What follows belongs to an exercise in optimizing a design on an open flow for small area, a short achievable clock period and few clock cycles per item; a production flow would make more cautious choices.
RTL that was checked went through simulation tests only; none was proved equivalent to the original.

==> run a: inputs <==
## vedic_mult_pipe
module vedic_mult_pipe #(
    parameter int WIDTH = 32
) (
    input  logic              clk,
    input  logic              rst_n,
    input  logic              in_valid,
    output logic              in_ready,
    input  logic [WIDTH-1:0]  in_a,
    input  logic [WIDTH-1:0]  in_b,
    input  logic              in_signed,
    output logic              out_valid,
    input  logic              out_ready,
    output logic [2*WIDTH-1:0] out_p,
    output logic              busy
);
    logic sgn;
    assign sgn = in_signed;
    logic v0, v1, vo, vk, rdy, busy_q;
    logic v0_d, v1_d, vo_d, vk_d;
    logic adv, ofree, take;
    logic [31:0] a0n;
    logic        xa0n;
    logic [16:0] bonen0;
    logic [15:0] btwon0, bneg0;
    logic [16:0] bone_d, btwo_d, bneg_d;
    logic [34:0] yb;       
    logic [170:0] cs1, cs_d;
    logic [63:0] po, pk, po_d;
    logic m1;
    logic pp2;
    logic m3;
    logic pp4;
    logic m5;
    logic pp6;
    logic m7;
    logic pp8;
    logic m9;
    logic pp10;
    logic m11;
    logic pp12;
    logic m13;
    logic pp14;
    logic m15;
    logic pp16;
    logic m17;
    logic pp18;
    logic m19;
    logic pp20;
    logic m21;
    logic pp22;
    logic m23;
    logic pp24;
    logic m25;
    logic pp26;
    logic m27;
    logic pp28;
    logic m29;
    logic pp30;
    logic m31;
    logic pp32;
    logic m33;
    logic pp34;
    logic m35;
    logic pp36;
    logic m37;
    logic pp38;
    logic m39;
    logic pp40;
    logic m41;
    logic pp42;
    logic m43;
    logic pp44;
    logic m45;
    logic pp46;
    logic m47;
    logic pp48;
    logic m49;
    logic pp50;
    logic m51;
    logic pp52;
    logic m53;
    logic pp54;
    logic m55;
    logic pp56;
    logic m57;
    logic pp58;
    logic m59;
    logic pp60;
    logic m61;
    logic pp62;
    logic m63;
    logic pp64;
    logic m65;
    logic pp66;
    logic m67;
    logic pp68;
    logic m69;
    logic pp70;
    logic m71;
    logic pp72;
    logic m73;
    logic pp74;
    logic m75;
    logic pp76;
    logic m77;
    logic pp78;
    logic m79;
    logic pp80;
    logic m81;
    logic pp82;
    logic m83;
    logic pp84;
    logic m85;
    logic pp86;
    logic m87;
    logic pp88;
    logic m89;
    logic pp90;
    logic m91;
    logic pp92;
    logic m93;
    logic pp94;
    logic m95;
    logic pp96;
    logic m97;
  ...
Settings: LEC_CHECK=0, CAP_MARGIN=20, CORE_MARGIN=2, CORE_UTILIZATION=65, CTS_BUF_LIST=sky130_fd_sc_hd__clkbuf_8, PLACE_DENSITY=0.85, SLEW_MARGIN=20, SYNTH_HIERARCHICAL=1, TNS_END_PERCENT=0; clock period 11.0 ns.
standard.sh (not shown) runs the stock make flow with config.mk's settings and CLKGATE_MAP_FILE= SYNTH_SCRIPT=/design/flow/synth_recipe.tcl, a recipe that flattens the netlist after the stock synthesis.
==> flow/flow/run.sh <==
#!/bin/bash
# The standard layout (standard.sh), with two changes to how it is made:
# ports are buffered with buf_1, and ORFS's repair_timing aims for setup slack
# above zero (it repairs against the 11 ns clock the SDC gives).
export BUFFER_PORTS_ARGS="-buffer_cell sky130_fd_sc_hd__buf_1"
export SETUP_SLACK_MARGIN=7.5
bash standard.sh > standard.log 2>&1
==> run b (differences from run a) <==
--- a/flow/flow/run.sh
+++ b/flow/flow/run.sh
@@ -5,3 +5,3 @@
 export BUFFER_PORTS_ARGS="-buffer_cell sky130_fd_sc_hd__buf_1"
-export SETUP_SLACK_MARGIN=7.5
+export SETUP_SLACK_MARGIN=7.65
 bash standard.sh > standard.log 2>&1
==> comparison table <==
                                                        run b        run a
Result of the run                    timing/DRC/antenna clean  timing/DRC/antenna clean
Required time of the critical path                   11.39 ns     11.40 ns
Count of non-CTS buffers in the layout                    270          229
Total routing usage reported by global routing          44.2%        43.5%
Post-layout utilization of the core                     76.9%        73.9%
Post-CTS Setup Repair Bufs                                  9            1
Net count of the finished layout                         3791         3750
Max-Slew Margin vs Limit                                29.5%        28.4%
Slew @ Worst Pin                                      1.06 ns      1.07 ns
Average detailed-routed wire length per instance      31.5 um      29.8 um
Function was not checked in any run of this note: the RTL went through the layout flow alone.

* * *

==> inputs of v22 <==
vedic_mult_pipe, a different RTL version from the one above (not shown whole).
export LEC_CHECK = 0
export CAP_MARGIN = 20
export CORE_MARGIN = 2
export CORE_UTILIZATION = 65
export CTS_BUF_LIST = sky130_fd_sc_hd__clkbuf_8
export PLACE_DENSITY = 0.85
export SLEW_MARGIN = 20
export SYNTH_HIERARCHICAL = 1
export TNS_END_PERCENT = 0
create_clock -name core_clock -period 11.0 [get_ports {clk}]
==> flow/flow/run.sh <==
#!/bin/bash
# The standard layout (standard.sh), with two changes to how it is made:
# ports are buffered with buf_1, and ORFS's repair_timing aims for setup slack
# above zero (it repairs against the 11 ns clock the SDC gives).
export BUFFER_PORTS_ARGS="-buffer_cell sky130_fd_sc_hd__buf_1"
export SETUP_SLACK_MARGIN=7.5
bash standard.sh > standard.log 2>&1
==> v16: changes against v22 <==
--- a/flow/flow/run.sh
+++ b/flow/flow/run.sh
@@ -4,4 +4,4 @@
 # above zero (it repairs against the 11 ns clock the SDC gives).
 export BUFFER_PORTS_ARGS="-buffer_cell sky130_fd_sc_hd__buf_1"
-export SETUP_SLACK_MARGIN=7.5
+export SETUP_SLACK_MARGIN=7.42
 bash standard.sh > standard.log 2>&1
- CORE_UTILIZATION: 65 -> 60
- PLACE_DENSITY: 0.85 -> 0.75
==> results.tsv <==
stage	metric	value	unit
outcome	status	finished clean	
routing	vias_per_cell	6.93	
cells_and_area	multi_input_comb_area	0.0228	sq mm
clocking	cts_resized	36	
setup_path	critPathCapture	cs1[68]	
setup_path	ff2ff_path_depth	8	
cells_and_area	sh_seq_area	28.7	%
routing	m1WireLength	41800	um
[end of results for v16]
==> results.tsv <==
stage	metric	value	unit
outcome	status	finished clean	
cells_and_area	multi_input_comb_area	0.0227	sq mm
grt	grt_pass1_wl	173000	um
setup_path	crit_start	a0n[18]	
routing	vias_per_cell	7.12	
clocking	cts_resized	30	
sta	timing.hold.ws	447	ps
cells_and_area	sh_seq_area	29.2	%
setup_path	ff2ff_path_depth	7	
[end of results for v22]
Testbench counts of v22, summed over its fixed seeds: cycles 16,024, items 16,000.
Testbench counts of v16, summed over its fixed seeds: cycles 16,024, items 16,000.

* * *

==> try-amber <==
vedic_mult_pipe, a different RTL version from the one above (not shown whole).
Settings: LEC_CHECK=0, CAP_MARGIN=20, CORE_MARGIN=2, CORE_UTILIZATION=45, PLACE_DENSITY=0.6, SLEW_MARGIN=20, SYNTH_HIERARCHICAL=1; clock period 11.0 ns.
run.sh (not shown) runs the stock make flow with config.mk's settings and CLKGATE_MAP_FILE= SYNTH_SCRIPT=/design/flow/synth_recipe.tcl, a recipe that flattens the netlist after the stock synthesis.
Stock flow here: none of the scripts above is used.
==> try-cedar (differences from try-amber) <==
--- a/flow/config.mk
+++ b/flow/config.mk
@@ -8,6 +8,7 @@
 export CAP_MARGIN = 20
 export CORE_MARGIN = 2
-export CORE_UTILIZATION = 45
-export PLACE_DENSITY = 0.6
+export CORE_UTILIZATION = 65
+export CTS_BUF_LIST = sky130_fd_sc_hd__clkbuf_8
+export PLACE_DENSITY = 0.85
 export SLEW_MARGIN = 20
 export SYNTH_HIERARCHICAL = 1
==> impl_table.tex <==
\begin{tabular}{lr}
\hline
Metric & Value \\
\hline
\multicolumn{2}{l}{\textbf{Timing}} \\
\quad Least-Margin Pin Slew & roughly 1 ns \\
\multicolumn{2}{l}{\textbf{Layout}} \\
\quad Final non-clock buffer share & 0.0530 \\
\multicolumn{2}{l}{\textbf{Place}} \\
\quad GPL Wtd Cong & 0.982 \\
\multicolumn{2}{l}{\textbf{Outcome}} \\
\quad Outcome & timing/DRC/antenna clean \\
\multicolumn{2}{l}{\textbf{Floorplan}} \\
\quad Number of well-tap cells placed & 680 \\
\quad Die height & between 200 and 250 um \\
\hline
\end{tabular}
[end of results for try-cedar]
==> impl_table.tex <==
\begin{tabular}{lr}
\hline
Metric & Value \\
\hline
\multicolumn{2}{l}{\textbf{Outcome}} \\
\quad Outcome & timing/DRC/antenna clean \\
\multicolumn{2}{l}{\textbf{Layout}} \\
\quad Final non-clock buffer share & 0.0522 \\
\multicolumn{2}{l}{\textbf{Place}} \\
\quad GPL Wtd Cong & 0.902 \\
\multicolumn{2}{l}{\textbf{Timing}} \\
\quad Least-Margin Pin Slew & 1.04 ns \\
\multicolumn{2}{l}{\textbf{Floorplan}} \\
\quad Number of well-tap cells placed & roughly 970 \\
\hline
\end{tabular}
[end of results for try-amber]
Testbench counts of try-amber, summed over its fixed seeds: cycles 16,024, items 16,000.
Testbench counts of try-cedar, summed over its fixed seeds: cycles 16,024, items 16,000.

-- separate check: timing with driven ports --
The results above use ideal ports. As a check the final layouts listed here were re-extracted and re-timed, cells and wires unchanged. Step 1: set_driving_cell puts a clkbuf_16 on clk and a buf_2 on each other input, an assumption about the parent block. Step 2, shift: input delay + t, output delay - t, t = (earliest + latest rising clock arrival at the registers) / 2. This alone moves slack from input paths to output paths. a / b / c = ideal / step 1 / step 2; a / b = the first two.
run	t (ns)	setup slack, ns	worst setup path at the end	worst register clock-pin slew, ns
run a	0.723	7.398 / 7.398 / 7.398	register to register	0.07 / 0.07
run b	0.730	7.372 / 7.372 / 7.372	register to register	0.07 / 0.07
v22	0.714	7.266 / 7.266 / 7.266	register to register	0.07 / 0.07
v16	0.726	7.370 / 7.370 / 7.370	register to register	0.07 / 0.07
try-amber	0.657	6.802 / 6.802 / 6.802	register to register	0.07 / 0.07
try-cedar	0.715	6.829 / 6.829 / 6.829	register to register	0.07 / 0.07
After both steps setup and hold are still met in every run listed.
